What follows belongs to an exercise in optimizing a design on an open flow for small area, a short achievable clock period and few clock cycles per item; a production flow would make more cautious choices. No functional check of the RTL was part of this run. Power is estimated from default activity; no workload was simulated.

==> design.v <==
`timescale 1ns/1ps
package alu_pkg;
	localparam int DATA_W = 32;
	typedef logic [DATA_W-1:0] word_t;
	localparam int SHAMT_W = 5;
	typedef logic [SHAMT_W-1:0] shamt_t;
	typedef enum logic [3:0] {
		OP_ADD  = 4'd0,
		OP_SUB  = 4'd1,
		OP_MUL  = 4'd2,
		OP_AND  = 4'd3,
		OP_OR   = 4'd4,
		OP_XOR  = 4'd5,
		OP_SHL  = 4'd6,
		OP_LSHR = 4'd7,
		OP_ASHR = 4'd8,
		OP_EQ   = 4'd9,
		OP_NE   = 4'd10,
		OP_ULT  = 4'd11,
		OP_ULE  = 4'd12,
		OP_SLT  = 4'd13,
		OP_SLE  = 4'd14
	} alu_op_t;
	localparam int MUL_STAGES_DEF = 4;
endpackage
`timescale 1ns/1ps
module elastic_alu (
	input logic clk,
	input logic rst,
	input logic [31:0] lhs,
	input logic [3:0] lhs_op,
	input logic lhs_valid,
	output logic lhs_ready,
	input logic [31:0] rhs,
	input logic rhs_valid,
	output logic rhs_ready,
	output logic [31:0] result,
	output logic result_valid,
	input logic result_ready
);
	logic lv, rv, fire, adv;
	logic [31:0] a_l, a_r;
	logic [3:0] a_op;
	logic a_inv, a_sgn;
	logic lbusy, rbusy, lv_n, rv_n, sv_n;
	assign fire = lv & rv & adv;
	assign lhs_ready = ~lbusy;
	assign rhs_ready = ~rbusy;
	logic l_en, r_en;
	assign l_en = ~lv | fire;
	assign r_en = ~rv | fire;
	assign lv_n = l_en ? lhs_valid : lv;
	assign rv_n = r_en ? rhs_valid : rv;
	always_ff @(posedge clk or posedge rst) begin
		if (rst) begin
			lv <= 1'b0;
			rv <= 1'b0;
			lbusy <= 1'b0;
			rbusy <= 1'b0;
		end else begin
			lv <= lv_n;
			rv <= rv_n;
			lbusy <= lv_n & ~(rv_n & ~sv_n);
			rbusy <= rv_n & ~(lv_n & ~sv_n);
		end
	end
	always_ff @(posedge clk) begin
		if (l_en) begin
			a_l <= lhs;
			a_op <= lhs_op;
			a_inv <= (lhs_op == 4'd1) | ((lhs_op >= 4'd9) & (lhs_op <= 4'd14));
			a_sgn <= (lhs_op == 4'd13) | (lhs_op == 4'd14);
		end
		if (r_en) begin
			a_r <= rhs;
		end
	end
	logic o_mul, o_sh, o_rt, o_s, o_alu, o_inv, o_sgn;
	logic [31:0] e_l, opa, opb, lg;
	logic [33:0] as;
	logic [15:0] e_one, e_two, e_neg;
	logic [32:0] rr;
	logic e_x0, eq, lt, e_cmp;
	always_comb begin
		o_mul = (a_op == 4'd2);
		o_sh = (a_op == 4'd6) | (a_op == 4'd7) | (a_op == 4'd8);
		o_rt = (a_op == 4'd7) | (a_op == 4'd8);
		o_s = (a_op == 4'd8) & a_l[31];
		o_alu = (a_op <= 4'd1) | (a_op == 4'd3) | (a_op == 4'd4) | (a_op == 4'd5);
		o_inv = a_inv;
		o_sgn = a_sgn;
		opa = {a_l[31] ^ o_sgn, a_l[30:0]};
		opb = {a_r[31] ^ o_sgn, a_r[30:0]} ^ {32{o_inv}};
		as = {1'b0, opa, 1'b1} + {1'b0, opb, o_inv};
		eq = (a_l == a_r);
		lt = ~as[33];
		case (a_op)
			4'd3: lg = a_l & a_r;
			4'd4: lg = a_l | a_r;
			4'd5: lg = a_l ^ a_r;
			default: lg = as[32:1];
		endcase
		case (a_op)
			4'd9: e_cmp = eq;
			4'd10: e_cmp = ~eq;
			4'd11, 4'd13: e_cmp = lt;
			4'd12, 4'd14: e_cmp = lt | eq;
			default: e_cmp = 1'b0;
		endcase
		for (int i = 0; i < 32; i++) begin
			e_l[i] = o_alu ? lg[i] : o_rt ? (a_l[31 - i] ^ o_s) : a_l[i];
		end
		rr = {a_r, 1'b0};
		for (int j = 0; j < 16; j++) begin
			e_one[j] = (o_mul & (rr[2*j+1] ^ rr[2*j])) | (o_sh & (a_r[4:1] == j) & ~a_r[0]) | ((j == 0) & o_alu);
			e_two[j] = (o_mul & ((rr[2*j+2] & ~rr[2*j+1] & ~rr[2*j]) | (~rr[2*j+2] & rr[2*j+1] & rr[2*j]))) |
				(o_sh & (a_r[4:1] == j) & a_r[0]);
			e_neg[j] = o_mul & rr[2*j+2];
		end
		e_x0 = e_neg[0];
	end
	logic cv;
	logic [31:0] c_l;
	logic [15:0] one, two, neg;
	logic x0;
	logic c_sn, c_sr, c_sc, c_fe;
	always_ff @(posedge clk or posedge rst) begin
		if (rst) begin
			cv <= 1'b0;
		end else if (adv) begin
			cv <= fire;
		end
	end
	always_ff @(posedge clk) begin
		if (adv) begin
			c_l <= e_l;
			one <= e_one;
			two <= e_two;
			neg <= e_neg;
			x0 <= e_x0;
			c_sn <= ~o_rt;
			c_sr <= o_rt & ~o_s;
			c_sc <= o_rt & o_s;
			c_fe <= e_cmp;
		end
	end
	logic [31:0] pp0, pp1, pp2, pp3, pp4, pp5, pp6, pp7, pp8, pp9, pp10, pp11, pp12, pp13, pp14, pp15;
	logic [32:0] ll;
	assign ll = {c_l, 1'b0};
	always_comb begin
		for (int i = 0; i < 32; i++) begin
			pp0[i] = ((one[0] & ll[i+1]) | (two[0] & ll[i])) ^ neg[0];
			pp1[i] = ((one[1] & ll[i+1]) | (two[1] & ll[i])) ^ neg[1];
			pp2[i] = ((one[2] & ll[i+1]) | (two[2] & ll[i])) ^ neg[2];
			pp3[i] = ((one[3] & ll[i+1]) | (two[3] & ll[i])) ^ neg[3];
			pp4[i] = ((one[4] & ll[i+1]) | (two[4] & ll[i])) ^ neg[4];
			pp5[i] = ((one[5] & ll[i+1]) | (two[5] & ll[i])) ^ neg[5];
			pp6[i] = ((one[6] & ll[i+1]) | (two[6] & ll[i])) ^ neg[6];
			pp7[i] = ((one[7] & ll[i+1]) | (two[7] & ll[i])) ^ neg[7];
			pp8[i] = ((one[8] & ll[i+1]) | (two[8] & ll[i])) ^ neg[8];
			pp9[i] = ((one[9] & ll[i+1]) | (two[9] & ll[i])) ^ neg[9];
			pp10[i] = ((one[10] & ll[i+1]) | (two[10] & ll[i])) ^ neg[10];
			pp11[i] = ((one[11] & ll[i+1]) | (two[11] & ll[i])) ^ neg[11];
			pp12[i] = ((one[12] & ll[i+1]) | (two[12] & ll[i])) ^ neg[12];
			pp13[i] = ((one[13] & ll[i+1]) | (two[13] & ll[i])) ^ neg[13];
			pp14[i] = ((one[14] & ll[i+1]) | (two[14] & ll[i])) ^ neg[14];
			pp15[i] = ((one[15] & ll[i+1]) | (two[15] & ll[i])) ^ neg[15];
		end
	end
	logic [31:0] tx, ty, sum, rx;
	logic t1, t2, t3, t4, t5, t6, t7, t8, t9, t10, t11, t12, t13, t14, t15, t16, t17, t18, t19, t20, t21, t22, t23, t24, t25, t26, t27, t28, t29, t30, t31, t32, t33, t34, t35, t36, t37, t38, t39, t40, t41, t42, t43, t44, t45, t46, t47, t48, t49, t50, t51, t52, t53, t54, t55, t56, t57, t58, t59, t60, t61, t62, t63, t64, t65, t66, t67, t68, t69, t70, t71, t72, t73, t74, t75, t76, t77, t78, t79, t80, t81, t82, t83, t84, t85, t86, t87, t88, t89, t90, t91, t92, t93, t94, t95, t96, t97, t98, t99, t100, t101, t102, t103, t104, t105, t106, t107, t108, t109, t110, t111, t112, t113, t114, t115, t116, t117, t118, t119, t120, t121, t122, t123, t124, t125, t126, t127, t128, t129, t130, t131, t132, t133, t134, t135, t136, t137, t138, t139, t140, t141, t142, t143, t144, t145, t146, t147, t148, t149, t150, t151, t152, t153, t154, t155, t156, t157, t158, t159, t160, t161, t162, t163, t164, t165, t166, t167, t168, t169, t170, t171, t172, t173, t174, t175, t176, t177, t178, t179, t180, t181, t182, t183, t184, t185, t186, t187, t188, t189, t190, t191, t192, t193, t194, t195, t196, t197, t198, t199, t200, t201, t202, t203, t204, t205, t206, t207, t208, t209, t210, t211, t212, t213, t214, t215, t216, t217, t218, t219, t220, t221, t222, t223, t224, t225, t226, t227, t228, t229, t230, t231, t232, t233, t234, t235, t236, t237, t238, t239, t240, t241, t242, t243, t244, t245, t246, t247, t248, t249, t250, t251, t252, t253, t254, t255, t256, t257, t258, t259, t260, t261, t262, t263, t264, t265, t266, t267, t268, t269, t270, t271, t272, t273, t274, t275, t276, t277, t278, t279, t280, t281, t282, t283, t284, t285, t286, t287, t288, t289, t290, t291, t292, t293, t294, t295, t296, t297, t298, t299, t300, t301, t302, t303, t304, t305, t306, t307, t308, t309, t310, t311, t312, t313, t314, t315, t316, t317, t318, t319, t320, t321, t322, t323, t324, t325, t326, t327, t328, t329, t330, t331, t332, t333, t334, t335, t336, t337, t338, t339, t340, t341, t342, t343, t344, t345, t346, t347, t348, t349, t350, t351, t352, t353, t354, t355, t356, t357, t358, t359, t360, t361, t362, t363, t364, t365, t366, t367, t368, t369, t370, t371, t372, t373, t374, t375, t376, t377, t378, t379, t380, t381, t382, t383, t384, t385, t386, t387, t388, t389, t390, t391, t392, t393, t394, t395, t396, t397, t398, t399, t400, t401, t402, t403, t404, t405, t406, t407, t408, t409, t410, t411, t412, t413, t414, t415, t416, t417, t418, t419, t420, t421, t422, t423, t424, t425, t426, t427, t428, t429, t430, t431, t432, t433, t434, t435, t436, t437;
	csa_ha t1_h (.a(neg[12]), .b(pp0[24]), .s(t1), .co(t2));
	csa_ha t3_h (.a(pp0[25]), .b(pp10[5]), .s(t3), .co(t4));
	csa_fa t5_f (.a(neg[13]), .b(pp0[26]), .c(pp10[6]), .s(t5), .co(t6));
	csa_ha t7_h (.a(pp11[4]), .b(pp12[2]), .s(t7), .co(t8));
	csa_fa t9_f (.a(pp0[27]), .b(pp10[7]), .c(pp11[5]), .s(t9), .co(t10));
	csa_ha t11_h (.a(pp12[3]), .b(pp13[1]), .s(t11), .co(t12));
	csa_fa t13_f (.a(neg[14]), .b(pp0[28]), .c(pp10[8]), .s(t13), .co(t14));
	csa_fa t15_f (.a(pp11[6]), .b(pp12[4]), .c(pp13[2]), .s(t15), .co(t16));
	csa_ha t17_h (.a(pp14[0]), .b(pp1[26]), .s(t17), .co(t18));
	csa_fa t19_f (.a(pp0[29]), .b(pp10[9]), .c(pp11[7]), .s(t19), .co(t20));
	csa_fa t21_f (.a(pp12[5]), .b(pp13[3]), .c(pp14[1]), .s(t21), .co(t22));
	csa_ha t23_h (.a(pp1[27]), .b(pp2[25]), .s(t23), .co(t24));
	csa_fa t25_f (.a(neg[15]), .b(pp0[30]), .c(pp10[10]), .s(t25), .co(t26));
	csa_fa t27_f (.a(pp11[8]), .b(pp12[6]), .c(pp13[4]), .s(t27), .co(t28));
	csa_fa t29_f (.a(pp14[2]), .b(pp15[0]), .c(pp1[28]), .s(t29), .co(t30));
	csa_ha t31_h (.a(pp2[26]), .b(pp3[24]), .s(t31), .co(t32));
	csa_x2 t34_x (.a(pp0[31]), .b(pp10[11]), .y(t34));
	csa_x2 t33_x (.a(t34), .b(pp11[9]), .y(t33));
	csa_x2 t36_x (.a(pp12[7]), .b(pp13[5]), .y(t36));
	csa_x2 t35_x (.a(t36), .b(pp14[3]), .y(t35));
	csa_x2 t38_x (.a(pp15[1]), .b(pp1[29]), .y(t38));
	csa_x2 t37_x (.a(t38), .b(pp2[27]), .y(t37));
	csa_x2 t39_x (.a(pp3[25]), .b(pp4[23]), .y(t39));
	csa_ha t40_h (.a(neg[8]), .b(pp0[16]), .s(t40), .co(t41));
	csa_ha t42_h (.a(pp0[17]), .b(pp1[15]), .s(t42), .co(t43));
	csa_fa t44_f (.a(neg[9]), .b(pp0[18]), .c(pp1[16]), .s(t44), .co(t45));
	csa_ha t46_h (.a(pp2[14]), .b(pp3[12]), .s(t46), .co(t47));
	csa_fa t48_f (.a(pp0[19]), .b(pp1[17]), .c(pp2[15]), .s(t48), .co(t49));
	csa_ha t50_h (.a(pp3[13]), .b(pp4[11]), .s(t50), .co(t51));
	csa_fa t52_f (.a(neg[10]), .b(pp0[20]), .c(pp10[0]), .s(t52), .co(t53));
	csa_fa t54_f (.a(pp1[18]), .b(pp2[16]), .c(pp3[14]), .s(t54), .co(t55));
	csa_ha t56_h (.a(pp4[12]), .b(pp5[10]), .s(t56), .co(t57));
	csa_fa t58_f (.a(pp0[21]), .b(pp10[1]), .c(pp1[19]), .s(t58), .co(t59));
	csa_fa t60_f (.a(pp2[17]), .b(pp3[15]), .c(pp4[13]), .s(t60), .co(t61));
	csa_ha t62_h (.a(pp5[11]), .b(pp6[9]), .s(t62), .co(t63));
	csa_fa t64_f (.a(neg[11]), .b(pp0[22]), .c(pp10[2]), .s(t64), .co(t65));
	csa_fa t66_f (.a(pp11[0]), .b(pp1[20]), .c(pp2[18]), .s(t66), .co(t67));
	csa_fa t68_f (.a(pp3[16]), .b(pp4[14]), .c(pp5[12]), .s(t68), .co(t69));
	csa_ha t70_h (.a(pp6[10]), .b(pp7[8]), .s(t70), .co(t71));
	csa_fa t72_f (.a(pp0[23]), .b(pp10[3]), .c(pp11[1]), .s(t72), .co(t73));
	csa_fa t74_f (.a(pp1[21]), .b(pp2[19]), .c(pp3[17]), .s(t74), .co(t75));
	csa_fa t76_f (.a(pp4[15]), .b(pp5[13]), .c(pp6[11]), .s(t76), .co(t77));
	csa_ha t78_h (.a(pp7[9]), .b(pp8[7]), .s(t78), .co(t79));
	csa_fa t80_f (.a(pp10[4]), .b(pp11[2]), .c(pp12[0]), .s(t80), .co(t81));
	csa_fa t82_f (.a(pp1[22]), .b(pp2[20]), .c(pp3[18]), .s(t82), .co(t83));
	csa_fa t84_f (.a(pp4[16]), .b(pp5[14]), .c(pp6[12]), .s(t84), .co(t85));
	csa_fa t86_f (.a(pp7[10]), .b(pp8[8]), .c(pp9[6]), .s(t86), .co(t87));
	csa_fa t88_f (.a(pp11[3]), .b(pp12[1]), .c(pp1[23]), .s(t88), .co(t89));
	csa_fa t90_f (.a(pp2[21]), .b(pp3[19]), .c(pp4[17]), .s(t90), .co(t91));
	csa_fa t92_f (.a(pp5[15]), .b(pp6[13]), .c(pp7[11]), .s(t92), .co(t93));
	csa_fa t94_f (.a(pp8[9]), .b(pp9[7]), .c(t2), .s(t94), .co(t95));
	csa_fa t96_f (.a(pp13[0]), .b(pp1[24]), .c(pp2[22]), .s(t96), .co(t97));
	csa_fa t98_f (.a(pp3[20]), .b(pp4[18]), .c(pp5[16]), .s(t98), .co(t99));
	csa_fa t100_f (.a(pp6[14]), .b(pp7[12]), .c(pp8[10]), .s(t100), .co(t101));
	csa_fa t102_f (.a(pp9[8]), .b(t4), .c(t7), .s(t102), .co(t103));
	csa_fa t104_f (.a(pp1[25]), .b(pp2[23]), .c(pp3[21]), .s(t104), .co(t105));
	csa_fa t106_f (.a(pp4[19]), .b(pp5[17]), .c(pp6[15]), .s(t106), .co(t107));
	csa_fa t108_f (.a(pp7[13]), .b(pp8[11]), .c(pp9[9]), .s(t108), .co(t109));
	csa_fa t110_f (.a(t8), .b(t11), .c(t6), .s(t110), .co(t111));
	csa_fa t112_f (.a(pp2[24]), .b(pp3[22]), .c(pp4[20]), .s(t112), .co(t113));
	csa_fa t114_f (.a(pp5[18]), .b(pp6[16]), .c(pp7[14]), .s(t114), .co(t115));
	csa_fa t116_f (.a(pp8[12]), .b(pp9[10]), .c(t12), .s(t116), .co(t117));
	csa_fa t118_f (.a(t17), .b(t10), .c(t13), .s(t118), .co(t119));
	csa_fa t120_f (.a(pp3[23]), .b(pp4[21]), .c(pp5[19]), .s(t120), .co(t121));
	csa_fa t122_f (.a(pp6[17]), .b(pp7[15]), .c(pp8[13]), .s(t122), .co(t123));
	csa_fa t124_f (.a(pp9[11]), .b(t18), .c(t23), .s(t124), .co(t125));
	csa_fa t126_f (.a(t14), .b(t16), .c(t19), .s(t126), .co(t127));
	csa_fa t128_f (.a(pp4[22]), .b(pp5[20]), .c(pp6[18]), .s(t128), .co(t129));
	csa_fa t130_f (.a(pp7[16]), .b(pp8[14]), .c(pp9[12]), .s(t130), .co(t131));
	csa_fa t132_f (.a(t24), .b(t31), .c(t20), .s(t132), .co(t133));
	csa_fa t134_f (.a(t22), .b(t25), .c(t27), .s(t134), .co(t135));
	csa_x2 t137_x (.a(pp5[21]), .b(pp6[19]), .y(t137));
	csa_x2 t136_x (.a(t137), .b(pp7[17]), .y(t136));
	csa_x2 t139_x (.a(pp8[15]), .b(pp9[13]), .y(t139));
	csa_x2 t138_x (.a(t139), .b(t32), .y(t138));
	csa_x2 t141_x (.a(t39), .b(t26), .y(t141));
	csa_x2 t140_x (.a(t141), .b(t28), .y(t140));
	csa_x2 t143_x (.a(t30), .b(t33), .y(t143));
	csa_x2 t142_x (.a(t143), .b(t35), .y(t142));
	csa_ha t144_h (.a(neg[5]), .b(pp0[10]), .s(t144), .co(t145));
	csa_ha t146_h (.a(pp0[11]), .b(pp1[9]), .s(t146), .co(t147));
	csa_fa t148_f (.a(neg[6]), .b(pp0[12]), .c(pp1[10]), .s(t148), .co(t149));
	csa_ha t150_h (.a(pp2[8]), .b(pp3[6]), .s(t150), .co(t151));
	csa_fa t152_f (.a(pp0[13]), .b(pp1[11]), .c(pp2[9]), .s(t152), .co(t153));
	csa_ha t154_h (.a(pp3[7]), .b(pp4[5]), .s(t154), .co(t155));
	csa_fa t156_f (.a(neg[7]), .b(pp0[14]), .c(pp1[12]), .s(t156), .co(t157));
	csa_fa t158_f (.a(pp2[10]), .b(pp3[8]), .c(pp4[6]), .s(t158), .co(t159));
	csa_ha t160_h (.a(pp5[4]), .b(pp6[2]), .s(t160), .co(t161));
	csa_fa t162_f (.a(pp0[15]), .b(pp1[13]), .c(pp2[11]), .s(t162), .co(t163));
	csa_fa t164_f (.a(pp3[9]), .b(pp4[7]), .c(pp5[5]), .s(t164), .co(t165));
	csa_ha t166_h (.a(pp6[3]), .b(pp7[1]), .s(t166), .co(t167));
	csa_fa t168_f (.a(pp1[14]), .b(pp2[12]), .c(pp3[10]), .s(t168), .co(t169));
	csa_fa t170_f (.a(pp4[8]), .b(pp5[6]), .c(pp6[4]), .s(t170), .co(t171));
	csa_fa t172_f (.a(pp7[2]), .b(pp8[0]), .c(t40), .s(t172), .co(t173));
	csa_fa t174_f (.a(pp2[13]), .b(pp3[11]), .c(pp4[9]), .s(t174), .co(t175));
	csa_fa t176_f (.a(pp5[7]), .b(pp6[5]), .c(pp7[3]), .s(t176), .co(t177));
	csa_fa t178_f (.a(pp8[1]), .b(t41), .c(t42), .s(t178), .co(t179));
	csa_fa t180_f (.a(pp4[10]), .b(pp5[8]), .c(pp6[6]), .s(t180), .co(t181));
	csa_fa t182_f (.a(pp7[4]), .b(pp8[2]), .c(pp9[0]), .s(t182), .co(t183));
	csa_fa t184_f (.a(t43), .b(t46), .c(t44), .s(t184), .co(t185));
	csa_fa t186_f (.a(pp5[9]), .b(pp6[7]), .c(pp7[5]), .s(t186), .co(t187));
	csa_fa t188_f (.a(pp8[3]), .b(pp9[1]), .c(t47), .s(t188), .co(t189));
	csa_fa t190_f (.a(t50), .b(t45), .c(t48), .s(t190), .co(t191));
	csa_fa t192_f (.a(pp6[8]), .b(pp7[6]), .c(pp8[4]), .s(t192), .co(t193));
	csa_fa t194_f (.a(pp9[2]), .b(t51), .c(t56), .s(t194), .co(t195));
	csa_fa t196_f (.a(t49), .b(t52), .c(t54), .s(t196), .co(t197));
	csa_fa t198_f (.a(pp7[7]), .b(pp8[5]), .c(pp9[3]), .s(t198), .co(t199));
	csa_fa t200_f (.a(t57), .b(t62), .c(t53), .s(t200), .co(t201));
	csa_fa t202_f (.a(t55), .b(t58), .c(t60), .s(t202), .co(t203));
	csa_fa t204_f (.a(pp8[6]), .b(pp9[4]), .c(t63), .s(t204), .co(t205));
	csa_fa t206_f (.a(t70), .b(t59), .c(t61), .s(t206), .co(t207));
	csa_fa t208_f (.a(t64), .b(t66), .c(t68), .s(t208), .co(t209));
	csa_fa t210_f (.a(pp9[5]), .b(t71), .c(t78), .s(t210), .co(t211));
	csa_fa t212_f (.a(t65), .b(t67), .c(t69), .s(t212), .co(t213));
	csa_fa t214_f (.a(t72), .b(t74), .c(t76), .s(t214), .co(t215));
	csa_fa t216_f (.a(t79), .b(t1), .c(t73), .s(t216), .co(t217));
	csa_fa t218_f (.a(t75), .b(t77), .c(t80), .s(t218), .co(t219));
	csa_fa t220_f (.a(t82), .b(t84), .c(t86), .s(t220), .co(t221));
	csa_fa t222_f (.a(t3), .b(t81), .c(t83), .s(t222), .co(t223));
	csa_fa t224_f (.a(t85), .b(t87), .c(t88), .s(t224), .co(t225));
	csa_fa t226_f (.a(t90), .b(t92), .c(t94), .s(t226), .co(t227));
	csa_fa t228_f (.a(t89), .b(t91), .c(t93), .s(t228), .co(t229));
	csa_fa t230_f (.a(t100), .b(t5), .c(t96), .s(t230), .co(t231));
	csa_fa t232_f (.a(t98), .b(t95), .c(t102), .s(t232), .co(t233));
	csa_fa t234_f (.a(t101), .b(t97), .c(t99), .s(t234), .co(t235));
	csa_fa t236_f (.a(t104), .b(t106), .c(t108), .s(t236), .co(t237));
	csa_fa t238_f (.a(t9), .b(t103), .c(t110), .s(t238), .co(t239));
	csa_x2 t241_x (.a(t105), .b(t107), .y(t241));
	csa_x2 t240_x (.a(t241), .b(t109), .y(t240));
	csa_mj t242_m (.a(t105), .b(t107), .c(t109), .y(t242));
	csa_x2 t244_x (.a(t112), .b(t114), .y(t244));
	csa_x2 t243_x (.a(t244), .b(t15), .y(t243));
	csa_mj t245_m (.a(t112), .b(t114), .c(t15), .y(t245));
	csa_x2 t247_x (.a(t116), .b(t111), .y(t247));
	csa_x2 t246_x (.a(t247), .b(t118), .y(t246));
	csa_mj t248_m (.a(t116), .b(t111), .c(t118), .y(t248));
	csa_x2 t250_x (.a(t113), .b(t115), .y(t250));
	csa_x2 t249_x (.a(t250), .b(t120), .y(t249));
	csa_mj t251_m (.a(t113), .b(t115), .c(t120), .y(t251));
	csa_x2 t253_x (.a(t122), .b(t21), .y(t253));
	csa_x2 t252_x (.a(t253), .b(t117), .y(t252));
	csa_mj t254_m (.a(t122), .b(t21), .c(t117), .y(t254));
	csa_x2 t256_x (.a(t124), .b(t119), .y(t256));
	csa_x2 t255_x (.a(t256), .b(t126), .y(t255));
	csa_mj t257_m (.a(t124), .b(t119), .c(t126), .y(t257));
	csa_x2 t259_x (.a(t121), .b(t123), .y(t259));
	csa_x2 t258_x (.a(t259), .b(t128), .y(t258));
	csa_mj t260_m (.a(t121), .b(t123), .c(t128), .y(t260));
	csa_x2 t262_x (.a(t130), .b(t29), .y(t262));
	csa_x2 t261_x (.a(t262), .b(t125), .y(t261));
	csa_mj t263_m (.a(t130), .b(t29), .c(t125), .y(t263));
	csa_x2 t265_x (.a(t127), .b(t132), .y(t265));
	csa_x2 t264_x (.a(t265), .b(t134), .y(t264));
	csa_mj t266_m (.a(t127), .b(t132), .c(t134), .y(t266));
	csa_x2 t268_x (.a(t129), .b(t131), .y(t268));
	csa_x2 t267_x (.a(t268), .b(t136), .y(t267));
	csa_x2 t270_x (.a(t37), .b(t138), .y(t270));
	csa_x2 t269_x (.a(t270), .b(t133), .y(t269));
	csa_x2 t272_x (.a(t140), .b(t142), .y(t272));
	csa_x2 t271_x (.a(t272), .b(t135), .y(t271));
	csa_ha t273_h (.a(neg[3]), .b(pp0[6]), .s(t273), .co(t274));
	csa_ha t275_h (.a(pp0[7]), .b(pp1[5]), .s(t275), .co(t276));
	csa_fa t277_f (.a(neg[4]), .b(pp0[8]), .c(pp1[6]), .s(t277), .co(t278));
	csa_ha t279_h (.a(pp2[4]), .b(pp3[2]), .s(t279), .co(t280));
	csa_fa t281_f (.a(pp0[9]), .b(pp1[7]), .c(pp2[5]), .s(t281), .co(t282));
	csa_ha t283_h (.a(pp3[3]), .b(pp4[1]), .s(t283), .co(t284));
	csa_fa t285_f (.a(pp1[8]), .b(pp2[6]), .c(pp3[4]), .s(t285), .co(t286));
	csa_fa t287_f (.a(pp4[2]), .b(pp5[0]), .c(t144), .s(t287), .co(t288));
	csa_fa t289_f (.a(pp2[7]), .b(pp3[5]), .c(pp4[3]), .s(t289), .co(t290));
	csa_fa t291_f (.a(pp5[1]), .b(t145), .c(t146), .s(t291), .co(t292));
	csa_fa t293_f (.a(pp4[4]), .b(pp5[2]), .c(pp6[0]), .s(t293), .co(t294));
	csa_fa t295_f (.a(t147), .b(t150), .c(t148), .s(t295), .co(t296));
	csa_fa t297_f (.a(pp5[3]), .b(pp6[1]), .c(t151), .s(t297), .co(t298));
	csa_fa t299_f (.a(t154), .b(t149), .c(t152), .s(t299), .co(t300));
	csa_fa t301_f (.a(pp7[0]), .b(t155), .c(t160), .s(t301), .co(t302));
	csa_fa t303_f (.a(t153), .b(t156), .c(t158), .s(t303), .co(t304));
	csa_fa t305_f (.a(t161), .b(t166), .c(t157), .s(t305), .co(t306));
	csa_fa t307_f (.a(t159), .b(t162), .c(t164), .s(t307), .co(t308));
	csa_fa t309_f (.a(t167), .b(t163), .c(t165), .s(t309), .co(t310));
	csa_fa t311_f (.a(t168), .b(t170), .c(t172), .s(t311), .co(t312));
	csa_fa t313_f (.a(t169), .b(t171), .c(t174), .s(t313), .co(t314));
	csa_fa t315_f (.a(t176), .b(t173), .c(t178), .s(t315), .co(t316));
	csa_fa t317_f (.a(t175), .b(t177), .c(t180), .s(t317), .co(t318));
	csa_fa t319_f (.a(t182), .b(t179), .c(t184), .s(t319), .co(t320));
	csa_fa t321_f (.a(t181), .b(t183), .c(t186), .s(t321), .co(t322));
	csa_fa t323_f (.a(t188), .b(t185), .c(t190), .s(t323), .co(t324));
	csa_fa t325_f (.a(t187), .b(t192), .c(t189), .s(t325), .co(t326));
	csa_fa t327_f (.a(t194), .b(t191), .c(t196), .s(t327), .co(t328));
	csa_fa t329_f (.a(t193), .b(t198), .c(t195), .s(t329), .co(t330));
	csa_fa t331_f (.a(t197), .b(t200), .c(t202), .s(t331), .co(t332));
	csa_fa t333_f (.a(t199), .b(t204), .c(t201), .s(t333), .co(t334));
	csa_fa t335_f (.a(t203), .b(t206), .c(t208), .s(t335), .co(t336));
	csa_fa t337_f (.a(t205), .b(t210), .c(t207), .s(t337), .co(t338));
	csa_fa t339_f (.a(t209), .b(t212), .c(t214), .s(t339), .co(t340));
	csa_fa t341_f (.a(t211), .b(t213), .c(t215), .s(t341), .co(t342));
	csa_fa t343_f (.a(t216), .b(t218), .c(t220), .s(t343), .co(t344));
	csa_fa t345_f (.a(t217), .b(t219), .c(t221), .s(t345), .co(t346));
	csa_fa t347_f (.a(t222), .b(t224), .c(t226), .s(t347), .co(t348));
	csa_fa t349_f (.a(t223), .b(t225), .c(t228), .s(t349), .co(t350));
	csa_fa t351_f (.a(t230), .b(t227), .c(t232), .s(t351), .co(t352));
	csa_fa t353_f (.a(t229), .b(t231), .c(t234), .s(t353), .co(t354));
	csa_fa t355_f (.a(t236), .b(t233), .c(t238), .s(t355), .co(t356));
	csa_x2 t358_x (.a(t235), .b(t240), .y(t358));
	csa_x2 t357_x (.a(t358), .b(t237), .y(t357));
	csa_mj t359_m (.a(t235), .b(t240), .c(t237), .y(t359));
	csa_x2 t361_x (.a(t243), .b(t246), .y(t361));
	csa_x2 t360_x (.a(t361), .b(t239), .y(t360));
	csa_mj t362_m (.a(t243), .b(t246), .c(t239), .y(t362));
	csa_x2 t364_x (.a(t242), .b(t249), .y(t364));
	csa_x2 t363_x (.a(t364), .b(t245), .y(t363));
	csa_mj t365_m (.a(t242), .b(t249), .c(t245), .y(t365));
	csa_x2 t367_x (.a(t252), .b(t255), .y(t367));
	csa_x2 t366_x (.a(t367), .b(t248), .y(t366));
	csa_mj t368_m (.a(t252), .b(t255), .c(t248), .y(t368));
	csa_x2 t370_x (.a(t258), .b(t251), .y(t370));
	csa_x2 t369_x (.a(t370), .b(t261), .y(t369));
	csa_mj t371_m (.a(t258), .b(t251), .c(t261), .y(t371));
	csa_x2 t373_x (.a(t254), .b(t264), .y(t373));
	csa_x2 t372_x (.a(t373), .b(t257), .y(t372));
	csa_mj t374_m (.a(t254), .b(t264), .c(t257), .y(t374));
	csa_x2 t376_x (.a(t267), .b(t260), .y(t376));
	csa_x2 t375_x (.a(t376), .b(t269), .y(t375));
	csa_x2 t378_x (.a(t263), .b(t271), .y(t378));
	csa_x2 t377_x (.a(t378), .b(t266), .y(t377));
	csa_ha t379_h (.a(neg[2]), .b(pp0[4]), .s(t379), .co(t380));
	csa_ha t381_h (.a(pp0[5]), .b(pp1[3]), .s(t381), .co(t382));
	csa_fa t383_f (.a(pp1[4]), .b(pp2[2]), .c(pp3[0]), .s(t383), .co(t384));
	csa_fa t385_f (.a(pp2[3]), .b(pp3[1]), .c(t274), .s(t385), .co(t386));
	csa_fa t387_f (.a(pp4[0]), .b(t276), .c(t279), .s(t387), .co(t388));
	csa_fa t389_f (.a(t280), .b(t283), .c(t278), .s(t389), .co(t390));
	csa_fa t391_f (.a(t284), .b(t282), .c(t285), .s(t391), .co(t392));
	csa_fa t393_f (.a(t286), .b(t289), .c(t288), .s(t393), .co(t394));
	csa_fa t395_f (.a(t290), .b(t293), .c(t292), .s(t395), .co(t396));
	csa_fa t397_f (.a(t294), .b(t297), .c(t296), .s(t397), .co(t398));
	csa_fa t399_f (.a(t298), .b(t301), .c(t300), .s(t399), .co(t400));
	csa_fa t401_f (.a(t302), .b(t304), .c(t305), .s(t401), .co(t402));
	csa_fa t403_f (.a(t306), .b(t308), .c(t309), .s(t403), .co(t404));
	csa_fa t405_f (.a(t310), .b(t313), .c(t312), .s(t405), .co(t406));
	csa_fa t407_f (.a(t314), .b(t317), .c(t316), .s(t407), .co(t408));
	csa_fa t409_f (.a(t318), .b(t321), .c(t320), .s(t409), .co(t410));
	csa_fa t411_f (.a(t322), .b(t325), .c(t324), .s(t411), .co(t412));
	csa_fa t413_f (.a(t326), .b(t329), .c(t328), .s(t413), .co(t414));
	csa_fa t415_f (.a(t330), .b(t333), .c(t332), .s(t415), .co(t416));
	csa_fa t417_f (.a(t334), .b(t337), .c(t336), .s(t417), .co(t418));
	csa_fa t419_f (.a(t338), .b(t341), .c(t340), .s(t419), .co(t420));
	csa_fa t421_f (.a(t342), .b(t345), .c(t344), .s(t421), .co(t422));
	csa_fa t423_f (.a(t346), .b(t349), .c(t348), .s(t423), .co(t424));
	csa_fa t425_f (.a(t350), .b(t353), .c(t352), .s(t425), .co(t426));
	csa_x2 t428_x (.a(t357), .b(t354), .y(t428));
	csa_x2 t427_x (.a(t428), .b(t360), .y(t427));
	csa_mj t429_m (.a(t357), .b(t354), .c(t360), .y(t429));
	csa_x2 t431_x (.a(t359), .b(t363), .y(t431));
	csa_x2 t430_x (.a(t431), .b(t362), .y(t430));
	csa_mj t432_m (.a(t359), .b(t363), .c(t362), .y(t432));
	csa_x2 t434_x (.a(t365), .b(t369), .y(t434));
	csa_x2 t433_x (.a(t434), .b(t368), .y(t433));
	csa_mj t435_m (.a(t365), .b(t369), .c(t368), .y(t435));
	csa_x2 t437_x (.a(t371), .b(t375), .y(t437));
	csa_x2 t436_x (.a(t437), .b(t374), .y(t436));
	logic q0_0, q0_1, q1_0, q2_0, q2_1, q2_2, q3_0, q3_1, q4_0, q4_1, q4_2, q5_0, q5_1, q5_2, q6_0, q6_1, q6_2, q7_0, q7_1, q7_2, q8_0, q8_1, q8_2, q9_0, q9_1, q9_2, q10_0, q10_1, q10_2, q11_0, q11_1, q11_2, q12_0, q12_1, q12_2, q13_0, q13_1, q13_2, q14_0, q14_1, q14_2, q15_0, q15_1, q15_2, q16_0, q16_1, q16_2, q17_0, q17_1, q17_2, q18_0, q18_1, q18_2, q19_0, q19_1, q19_2, q20_0, q20_1, q20_2, q21_0, q21_1, q21_2, q22_0, q22_1, q22_2, q23_0, q23_1, q23_2, q24_0, q24_1, q24_2, q25_0, q25_1, q25_2, q26_0, q26_1, q26_2, q27_0, q27_1, q27_2, q28_0, q28_1, q28_2, q29_0, q29_1, q29_2, q30_0, q30_1, q30_2, q31_0, q31_1, q31_2;
	always_ff @(posedge clk) begin
		if (adv) begin
			q0_0 <= x0;
			q0_1 <= pp0[0];
			q1_0 <= pp0[1];
			q2_0 <= neg[1];
			q2_1 <= pp0[2];
			q2_2 <= pp1[0];
			q3_0 <= pp0[3];
			q3_1 <= pp1[1];
			q4_0 <= t379;
			q4_1 <= pp1[2];
			q4_2 <= pp2[0];
			q5_0 <= t381;
			q5_1 <= pp2[1];
			q5_2 <= t380;
			q6_0 <= t383;
			q6_1 <= t273;
			q6_2 <= t382;
			q7_0 <= t385;
			q7_1 <= t275;
			q7_2 <= t384;
			q8_0 <= t387;
			q8_1 <= t277;
			q8_2 <= t386;
			q9_0 <= t389;
			q9_1 <= t281;
			q9_2 <= t388;
			q10_0 <= t391;
			q10_1 <= t287;
			q10_2 <= t390;
			q11_0 <= t393;
			q11_1 <= t291;
			q11_2 <= t392;
			q12_0 <= t395;
			q12_1 <= t295;
			q12_2 <= t394;
			q13_0 <= t397;
			q13_1 <= t299;
			q13_2 <= t396;
			q14_0 <= t399;
			q14_1 <= t303;
			q14_2 <= t398;
			q15_0 <= t401;
			q15_1 <= t307;
			q15_2 <= t400;
			q16_0 <= t403;
			q16_1 <= t311;
			q16_2 <= t402;
			q17_0 <= t405;
			q17_1 <= t315;
			q17_2 <= t404;
			q18_0 <= t407;
			q18_1 <= t319;
			q18_2 <= t406;
			q19_0 <= t409;
			q19_1 <= t323;
			q19_2 <= t408;
			q20_0 <= t411;
			q20_1 <= t327;
			q20_2 <= t410;
			q21_0 <= t413;
			q21_1 <= t331;
			q21_2 <= t412;
			q22_0 <= t415;
			q22_1 <= t335;
			q22_2 <= t414;
			q23_0 <= t417;
			q23_1 <= t339;
			q23_2 <= t416;
			q24_0 <= t419;
			q24_1 <= t343;
			q24_2 <= t418;
			q25_0 <= t421;
			q25_1 <= t347;
			q25_2 <= t420;
			q26_0 <= t423;
			q26_1 <= t351;
			q26_2 <= t422;
			q27_0 <= t425;
			q27_1 <= t355;
			q27_2 <= t424;
			q28_0 <= t427;
			q28_1 <= t356;
			q28_2 <= t426;
			q29_0 <= t430;
			q29_1 <= t366;
			q29_2 <= t429;
			q30_0 <= t433;
			q30_1 <= t372;
			q30_2 <= t432;
			q31_0 <= t436;
			q31_1 <= t377;
			q31_2 <= t435;
		end
	end
	logic u1, u2, u3, u4, u5, u6, u7, u8, u9, u10, u11, u12, u13, u14, u15, u16, u17, u18, u19, u20, u21, u22, u23, u24, u25, u26, u27, u28, u29, u30, u31, u32, u33, u34, u35, u36, u37, u38, u39, u40, u41, u42, u43, u44, u45, u46, u47, u48, u49, u50, u51, u52, u53, u54, u55, u56, u57, u58, u59, u60, u61, u62, u63, u64, u65, u66, u67, u68, u69, u70, u71, u72, u73, u74, u75, u76, u77, u78, u79, u80, u81, u82, u83, u84, u85, u86, u87;
	csa_ha u1_h (.a(q2_0), .b(q2_1), .s(u1), .co(u2));
	csa_ha u3_h (.a(q3_0), .b(q3_1), .s(u3), .co(u4));
	csa_x2 u6_x (.a(q4_0), .b(q4_1), .y(u6));
	csa_x2 u5_x (.a(u6), .b(q4_2), .y(u5));
	csa_mj u7_m (.a(q4_0), .b(q4_1), .c(q4_2), .y(u7));
	csa_x2 u9_x (.a(q5_0), .b(q5_1), .y(u9));
	csa_x2 u8_x (.a(u9), .b(q5_2), .y(u8));
	csa_mj u10_m (.a(q5_0), .b(q5_1), .c(q5_2), .y(u10));
	csa_x2 u12_x (.a(q6_0), .b(q6_1), .y(u12));
	csa_x2 u11_x (.a(u12), .b(q6_2), .y(u11));
	csa_mj u13_m (.a(q6_0), .b(q6_1), .c(q6_2), .y(u13));
	csa_x2 u15_x (.a(q7_0), .b(q7_1), .y(u15));
	csa_x2 u14_x (.a(u15), .b(q7_2), .y(u14));
	csa_mj u16_m (.a(q7_0), .b(q7_1), .c(q7_2), .y(u16));
	csa_x2 u18_x (.a(q8_0), .b(q8_1), .y(u18));
	csa_x2 u17_x (.a(u18), .b(q8_2), .y(u17));
	csa_mj u19_m (.a(q8_0), .b(q8_1), .c(q8_2), .y(u19));
	csa_x2 u21_x (.a(q9_0), .b(q9_1), .y(u21));
	csa_x2 u20_x (.a(u21), .b(q9_2), .y(u20));
	csa_mj u22_m (.a(q9_0), .b(q9_1), .c(q9_2), .y(u22));
	csa_x2 u24_x (.a(q10_0), .b(q10_1), .y(u24));
	csa_x2 u23_x (.a(u24), .b(q10_2), .y(u23));
	csa_mj u25_m (.a(q10_0), .b(q10_1), .c(q10_2), .y(u25));
	csa_x2 u27_x (.a(q11_0), .b(q11_1), .y(u27));
	csa_x2 u26_x (.a(u27), .b(q11_2), .y(u26));
	csa_mj u28_m (.a(q11_0), .b(q11_1), .c(q11_2), .y(u28));
	csa_x2 u30_x (.a(q12_0), .b(q12_1), .y(u30));
	csa_x2 u29_x (.a(u30), .b(q12_2), .y(u29));
	csa_mj u31_m (.a(q12_0), .b(q12_1), .c(q12_2), .y(u31));
	csa_x2 u33_x (.a(q13_0), .b(q13_1), .y(u33));
	csa_x2 u32_x (.a(u33), .b(q13_2), .y(u32));
	csa_mj u34_m (.a(q13_0), .b(q13_1), .c(q13_2), .y(u34));
	csa_x2 u36_x (.a(q14_0), .b(q14_1), .y(u36));
	csa_x2 u35_x (.a(u36), .b(q14_2), .y(u35));
	csa_mj u37_m (.a(q14_0), .b(q14_1), .c(q14_2), .y(u37));
	csa_x2 u39_x (.a(q15_0), .b(q15_1), .y(u39));
	csa_x2 u38_x (.a(u39), .b(q15_2), .y(u38));
	csa_mj u40_m (.a(q15_0), .b(q15_1), .c(q15_2), .y(u40));
	csa_x2 u42_x (.a(q16_0), .b(q16_1), .y(u42));
	csa_x2 u41_x (.a(u42), .b(q16_2), .y(u41));
	csa_mj u43_m (.a(q16_0), .b(q16_1), .c(q16_2), .y(u43));
	csa_x2 u45_x (.a(q17_0), .b(q17_1), .y(u45));
	csa_x2 u44_x (.a(u45), .b(q17_2), .y(u44));
	csa_mj u46_m (.a(q17_0), .b(q17_1), .c(q17_2), .y(u46));
	csa_x2 u48_x (.a(q18_0), .b(q18_1), .y(u48));
	csa_x2 u47_x (.a(u48), .b(q18_2), .y(u47));
	csa_mj u49_m (.a(q18_0), .b(q18_1), .c(q18_2), .y(u49));
	csa_x2 u51_x (.a(q19_0), .b(q19_1), .y(u51));
	csa_x2 u50_x (.a(u51), .b(q19_2), .y(u50));
	csa_mj u52_m (.a(q19_0), .b(q19_1), .c(q19_2), .y(u52));
	csa_x2 u54_x (.a(q20_0), .b(q20_1), .y(u54));
	csa_x2 u53_x (.a(u54), .b(q20_2), .y(u53));
	csa_mj u55_m (.a(q20_0), .b(q20_1), .c(q20_2), .y(u55));
	csa_x2 u57_x (.a(q21_0), .b(q21_1), .y(u57));
	csa_x2 u56_x (.a(u57), .b(q21_2), .y(u56));
	csa_mj u58_m (.a(q21_0), .b(q21_1), .c(q21_2), .y(u58));
	csa_x2 u60_x (.a(q22_0), .b(q22_1), .y(u60));
	csa_x2 u59_x (.a(u60), .b(q22_2), .y(u59));
	csa_mj u61_m (.a(q22_0), .b(q22_1), .c(q22_2), .y(u61));
	csa_x2 u63_x (.a(q23_0), .b(q23_1), .y(u63));
	csa_x2 u62_x (.a(u63), .b(q23_2), .y(u62));
	csa_mj u64_m (.a(q23_0), .b(q23_1), .c(q23_2), .y(u64));
	csa_x2 u66_x (.a(q24_0), .b(q24_1), .y(u66));
	csa_x2 u65_x (.a(u66), .b(q24_2), .y(u65));
	csa_mj u67_m (.a(q24_0), .b(q24_1), .c(q24_2), .y(u67));
	csa_x2 u69_x (.a(q25_0), .b(q25_1), .y(u69));
	csa_x2 u68_x (.a(u69), .b(q25_2), .y(u68));
	csa_mj u70_m (.a(q25_0), .b(q25_1), .c(q25_2), .y(u70));
	csa_x2 u72_x (.a(q26_0), .b(q26_1), .y(u72));
	csa_x2 u71_x (.a(u72), .b(q26_2), .y(u71));
	csa_mj u73_m (.a(q26_0), .b(q26_1), .c(q26_2), .y(u73));
	csa_x2 u75_x (.a(q27_0), .b(q27_1), .y(u75));
	csa_x2 u74_x (.a(u75), .b(q27_2), .y(u74));
	csa_mj u76_m (.a(q27_0), .b(q27_1), .c(q27_2), .y(u76));
	csa_x2 u78_x (.a(q28_0), .b(q28_1), .y(u78));
	csa_x2 u77_x (.a(u78), .b(q28_2), .y(u77));
	csa_mj u79_m (.a(q28_0), .b(q28_1), .c(q28_2), .y(u79));
	csa_x2 u81_x (.a(q29_0), .b(q29_1), .y(u81));
	csa_x2 u80_x (.a(u81), .b(q29_2), .y(u80));
	csa_mj u82_m (.a(q29_0), .b(q29_1), .c(q29_2), .y(u82));
	csa_x2 u84_x (.a(q30_0), .b(q30_1), .y(u84));
	csa_x2 u83_x (.a(u84), .b(q30_2), .y(u83));
	csa_mj u85_m (.a(q30_0), .b(q30_1), .c(q30_2), .y(u85));
	csa_x2 u87_x (.a(q31_0), .b(q31_1), .y(u87));
	csa_x2 u86_x (.a(u87), .b(q31_2), .y(u86));
	assign tx = {u86, u83, u80, u77, u74, u71, u68, u65, u62, u59, u56, u53, u50, u47, u44, u41, u38, u35, u32, u29, u26, u23, u20, u17, u14, u11, u8, u5, u3, u1, q1_0, q0_0};
	assign ty = {u85, u82, u79, u76, u73, u70, u67, u64, u61, u58, u55, u52, u49, u46, u43, u40, u37, u34, u31, u28, u25, u22, u19, u16, u13, u10, u7, u4, u2, q2_2, 1'b0, q0_1};
	assign sum = tx + ty;
	assign rx = tx ^ ty;
	logic bv;
	logic b_sn, b_sr, b_sc, b_fe;
	always_ff @(posedge clk or posedge rst) begin
		if (rst) begin
			bv <= 1'b0;
		end else if (adv) begin
			bv <= cv;
		end
	end
	always_ff @(posedge clk) begin
		if (adv) begin
			b_sn <= c_sn;
			b_sr <= c_sr;
			b_sc <= c_sc;
			b_fe <= c_fe;
		end
	end
	logic [31:0] res;
	always_comb begin
		for (int i = 0; i < 32; i++) begin
			res[i] = (b_sn & sum[i]) | (b_sr & rx[31 - i]) | (b_sc & ~rx[31 - i]);
		end
		res[0] = res[0] | b_fe;
	end
	logic ov, sv, take;
	logic [31:0] o_d, s_d;
	assign adv = ~sv;
	assign take = ov & result_ready;
	assign result_valid = ov;
	assign result = o_d;
	logic ov_n;
	always_comb begin
		ov_n = ov;
		sv_n = sv;
		if (sv) begin
			if (take) sv_n = 1'b0;
		end else if (bv) begin
			if (ov & ~take) sv_n = 1'b1;
			else ov_n = 1'b1;
		end else if (take) begin
			ov_n = 1'b0;
		end
	end
	always_ff @(posedge clk or posedge rst) begin
		if (rst) begin
			ov <= 1'b0;
			sv <= 1'b0;
		end else begin
			ov <= ov_n;
			sv <= sv_n;
		end
	end
	logic k_s, k_n, k_r, k_c;
	logic [31:0] o_n;
	assign k_s = sv;
	assign k_n = ~sv & b_sn;
	assign k_r = ~sv & b_sr;
	assign k_c = ~sv & b_sc;
	always_comb begin
		for (int i = 0; i < 32; i++) begin
			o_n[i] = (k_s & s_d[i]) | (k_n & sum[i]) | (k_r & rx[31 - i]) | (k_c & ~rx[31 - i]);
		end
		o_n[0] = o_n[0] | (~sv & b_fe);
	end
	always_ff @(posedge clk) begin
		if (~sv) s_d <= res;
		if ((sv & take) | (~sv & bv & (~ov | take))) o_d <= o_n;
	end
endmodule
module csa_fa (
	input logic a,
	input logic b,
	input logic c,
	output logic s,
	output logic co
);
	assign s = a ^ b ^ c;
	assign co = (a & b) | (a & c) | (b & c);
endmodule
module csa_ha (
	input logic a,
	input logic b,
	output logic s,
	output logic co
);
	assign s = a ^ b;
	assign co = a & b;
endmodule
module csa_x2 (
	input logic a,
	input logic b,
	output logic y
);
	assign y = a ^ b;
endmodule
module csa_mj (
	input logic a,
	input logic b,
	input logic c,
	output logic y
);
	assign y = (a & b) | (a & c) | (b & c);
endmodule
==> flow/run.sh <==
#!/bin/bash
# The standard layout (standard.sh) with two changes to the ORFS run:
#  - timing repair aims at a larger setup slack (SETUP_SLACK_MARGIN), so the
#    layout is sped up beyond the 10 ns clock it must meet;
#  - the port buffers are buf_2 cells rather than the delay-cell buffer that
#    buffer_ports picks by default (every port still gets its own buffer).
# The make output goes to make_flow.log; ORFS keeps each tool's log under orfs/logs.
set -euo pipefail
MARGIN=${MARGIN:-6.5}
PORTBUF=${PORTBUF:-sky130_fd_sc_hd__buf_2}
sed "s/\"\\\${@:-finish}\"/SETUP_SLACK_MARGIN=$MARGIN 'BUFFER_PORTS_ARGS=-buffer_cell $PORTBUF' \"\${@:-finish}\"/" standard.sh > flow/standard_own.sh
grep -q "SETUP_SLACK_MARGIN=$MARGIN" flow/standard_own.sh
bash flow/standard_own.sh > make_flow.log 2>&1
==> flow/standard_own.sh <==
#!/bin/bash
# The standard flow's own layout of this design, on the ORFS make targets given (by default finish). After
# finish it leaves the final layout's DEF at /design/flow/out/final.def.
set -euo pipefail
make -C /OpenROAD-flow-scripts/flow DESIGN_CONFIG=/design/flow/config.mk WORK_HOME=/design/flow/orfs CLKGATE_MAP_FILE= SYNTH_SCRIPT=/design/flow/synth_recipe.tcl CAP_MARGIN=20 CORE_MARGIN=2 CORE_UTILIZATION=40 SLEW_MARGIN=20 SYNTH_HIERARCHICAL=1 SETUP_SLACK_MARGIN=6.5 'BUFFER_PORTS_ARGS=-buffer_cell sky130_fd_sc_hd__buf_2' "${@:-finish}"
if [[ -f /design/flow/orfs/results/sky130hd/elastic_alu/base/6_final.odb ]]; then
  : # left out here: write the final layout as DEF
fi
==> standard.sh <==
#!/bin/bash
# synth_recipe.tcl (not shown) runs the flow's synth.tcl, then flattens the netlist and writes it again
# the make line also repeats each setting of config.mk as NAME=value (left out here)
make -C /OpenROAD-flow-scripts/flow DESIGN_CONFIG=/design/flow/config.mk WORK_HOME=/design/flow/orfs CLKGATE_MAP_FILE= SYNTH_SCRIPT=/design/flow/synth_recipe.tcl "${@:-finish}"
==> config.mk <==
export PLATFORM = sky130hd
export DESIGN_NAME = elastic_alu
export DESIGN_NICKNAME = elastic_alu
export VERILOG_FILES = /design/flow/design.v
export SDC_FILE = /design/flow/constraint.sdc
export NUM_CORES = 4
export LEC_CHECK = 0
export CAP_MARGIN = 20
export CORE_MARGIN = 2
export CORE_UTILIZATION = 40
export SLEW_MARGIN = 20
export SYNTH_HIERARCHICAL = 1
==> constraint.sdc <==
create_clock -name core_clock -period 10.0 [get_ports {clk}]
set_input_delay 2.0000 -clock core_clock [delete_from_list [all_inputs] [get_ports {clk}]]
set_output_delay 2.0000 -clock core_clock [all_outputs]
set_load 0.01 [all_outputs]
==> run summary <==
status no timing/DRC/antenna violations; vias post-DR 21,500; clock power share approximately half; mux share of post-synthesis cell area 2.25%; Adder-Cell Fraction of Synth Area about a fifth; routed length per instance about 24 µm; cts bufs inserted 40; setup ws final ~6.5 ns; GR Util met1 31.3%; Overall Power roughly 3.0 mW; Cell Area, Synth 28,000 µm²; Slew Limit Fails 0; post-synthesis compound-gate area fraction ~18%; remaining global-route overflow 0; pwr dens around 94 nW/µm²; unrepaired setup endpoints after global routing true; core footprint 69,700 µm²; ys flop type edfxtp_1; met2 global-route usage approximately two fifths; Setup crit end kind flip-flop; Synth area leader edfxtp_1; Flop pwr share between 40% and 50%; largest net degree at the start of global routing 95; Final Skew between 0.04 and 0.05 ns; Critical Path Start Type flip-flop; XOR/XNOR share of the synthesized area between 10% and 20%; # nets final approximately 3,000; post-synthesis sequential area ratio about a third; Vias/cell 5.93; top-count cell post-synth xnor2_1; Worst-path clk slew 0.06 ns; maximum vdd drop approximately 0.11 mV; cell mode on critical path fa_1; fmax between 200 and 300 MHz; fin crit period 3.46 ns; layer with the highest usage met2; clk sink count approximately 320; Design Area, Final 31,400 µm²; Tot GR Track Use between 20% and 30%; Syn Inst Count between 2,000 and 3,000; Skew-Pair Late Insertion Delay 0.59 ns; slowest stage delay, CP 0.85 ns; final-report setup violation count 0; CTS H-tree depth 2; die height ~270 µm; Port Buffers roughly 110; Synth Area in Simple Gates about 5.9%; largest family of logic cells by synthesized area adder cells; placed cells roughly 3,500; initial antenna violation count 0; WP data required a little over 10 ns; Clock Tree Buf Depth 3; ANT cells 0; routing usage on met3 3.37%; drt total wl 87.1 mm; Worst Path Arrival roughly 3.7 ns; Post-DP Area just under 30,000 µm²; Final period util between 30% and 40%; maxcap violations 0; crit-path cells a22oi_1 > xnor2_1 > fa_1 > fa_1 > fa_1 > fa_1; P&R area growth vs syn 12.0%; Worst Path Max Fanout 14; top cells by area, synth edfxtp_1 34%, fa_1 11%, xnor2_1 9.9%, ha_1 7.3%, a22oi_1 7.0%; Slowest cell on crit path edfxtp_1; Rel. slew slack roughly 28%; die width between 200 and 300 µm; Hold Crit Class reg2reg; Detailed Route Iter0 Violations around 2,000; Post-synth EDFFs roughly 310; GPL Wtd Cong around 0.90; first-pass GRT wire length around 130 mm; sw power between 600 and 700 µW; Avg Cell Area, Syn about 11 µm²; clock root buffer clkbuf_16; Non-Filler Instances around 3,600; Static Leak ~12 nW; combinational power share less than 1%; Rows a little under 100; Final HPWL DP roughly 60 mm; crit path kind reg2reg; initial core utilization just over 40%; #FFs+latches synth 322; Mapped Nets ~3,000; Yosys cell types 84; synth warn 7; Yosys top cell area share 33.7%; CTS tree built; residual DRC count 0; Hold Vio Cnt, Final 0; Sw Share a little over a fifth; Commonest cells post-synth 316 x xnor2_1, 314 x edfxtp_1, 263 x a22oi_1; Post-Place Setup Slack approximately 6.2 ns; Pint between 2 and 2.5 mW; share of post-route cells with drive strength above 1 15.2%; DRT antenna net count 0; die area slightly above 70,000 µm²; asr flop ratio synth under 10%; Least-Margin Pin Slew 1.08 ns; setup TNS 0 ns; I/O Pins around 110; number of global-route vias before repair ~21,000; DRT Pass-1 Iters 6
[per-stage QoR]
stage,hold WS (ns),utilization [%]
3_3_place_gp,0.403,42.0
4_1_cts,0.421,44.1
2_1_floorplan,0.400,-
6_report,0.420,45.0
5_1_grt,0.423,45.0
3_5_place_dp,0.407,42.0
[per-module statistics from Yosys, one instance, submodules excluded]
module       flops+latches  area, µm²  cells  copies in the design
csa_mj                   0       11.3      1                    45
elastic_alu            322      23100   2282                     1
csa_fa                   0       20.0      1                   151
csa_x2                   0       8.76      1                   119
csa_ha                   0       12.5      1                    29
[kinds of logic after synthesis]
logic type,after synthesis
compound gates,732
xor+xnor,485
fa+ha+maj,361
buf+inv,318
flops,322
mux,59
simple gates,349
[layout by cell type, fill, tap and decap left out, drive strengths merged, types with 33 or more instances in the layout]
cell / instances
xor2: 169
nand2: 97
nor3: 36
o21ai: 107
a22oi: 263
maj3: 46
a21oi: 158
o22ai: 33
nor2: 110
xnor2: 316
edfxtp: 314
buf: 207
inv: 103
ha: 164
fa: 151
clkbuf: 48
[per-layer routing]
metal / wire length [µm] / up-vias
li1: - / 9597
met5: 0 / -
met3: 6240 / 204
met4: 3810 / 0
met2: 41100 / 1054
met1: 35900 / 10700
[worst paths after layout]
kind | from | to | slack [ns] | depth (start not counted)
setup / recovery | one[9] | q27_0 | 6.54 | 6
max in group asynchronous | rst | lbusy | 8.42 | 2
hold reg to reg | c_sc | b_sc | 0.42 | 0
setup reg to reg | one[9] | q27_0 | 6.54 | 6
min in group asynchronous | rst | ov | 1.35 | 2
hold / removal | c_sc | b_sc | 0.42 | 0
[cell type report]
cell class | instances | area, µm²
fillers | 6533 | 38300
flip-flops and latches | 322 | 9630
well taps | 940 | 1180
clock buffers | 47 | 1050
inverters | 101 | 387
multi-input cells | 1986 | 17300
repair buffers | 208 | 1540
clock inverters | 25 | 283
[critical path: cells and delay by family, from the launching register on]
| family | cells | cell delay [ns] |
|---|---|---|
| XOR/XNOR | 1 | 0.20 |
| AO/OA/AOI/OAI | 1 | 0.22 |
| flip-flops | 1 | 0.85 |
| adder cells (fa/ha/maj) | 4 | 1.90 |
[power groups by stage]
stage          logic [mW]  clock network [mW]  registers, mW
2_1_floorplan     0.00158                   0           1.49
3_3_place_gp       0.0161                   0           1.49
3_5_place_dp       0.0168                   0           1.49
4_1_cts            0.0169                1.51           1.46
5_1_grt            0.0188                1.56           1.46
6_report           0.0165                1.47           1.46
[registers in the layout, indices dropped and copies added (netlist names), 4 cells and up]
signal  count
a_l        32
a_op        4
a_r        32
c_l        32
neg        16
o_d        32
one        16
s_d        32
two        16
[repair_timing]
action / 4_1_cts / 5_1_grt
setup buffers: 9 / 37
cloned: 0 / 1
pin swaps: 1 / 8
hold buffers: 0 / 0
endpoints found under the setup margin: 35 / 51
gates resized for setup: 8 / 39

==> afterwards: timing with drivers on the ports <==
In the flow no input, the clock included, has a driving cell. The finished layout below was timed again as built, in two steps.
Step 1 sets driving cells, clkbuf_16 on the clock port and buf_2 on the other inputs (assumed; they add their load-dependent delay and slew).
Step 2 also shifts input and output timing later by t, the mid clock arrival at the registers, as if the neighbouring blocks saw the same clock.
Slacks: ideal ports / drivers / drivers and shift; pairs: ideal ports / drivers.
t, ns: 0.635
slack for setup (ns): 6.545 / 6.545 / 6.545
slew at the worst register clock pin (ns): 0.07 / 0.07
pins driven straight from the clock port: 1
After both steps this run still meets setup and hold. The setup slack of this run moves by 0.000 ns with the drivers and by 0.000 ns with both steps.
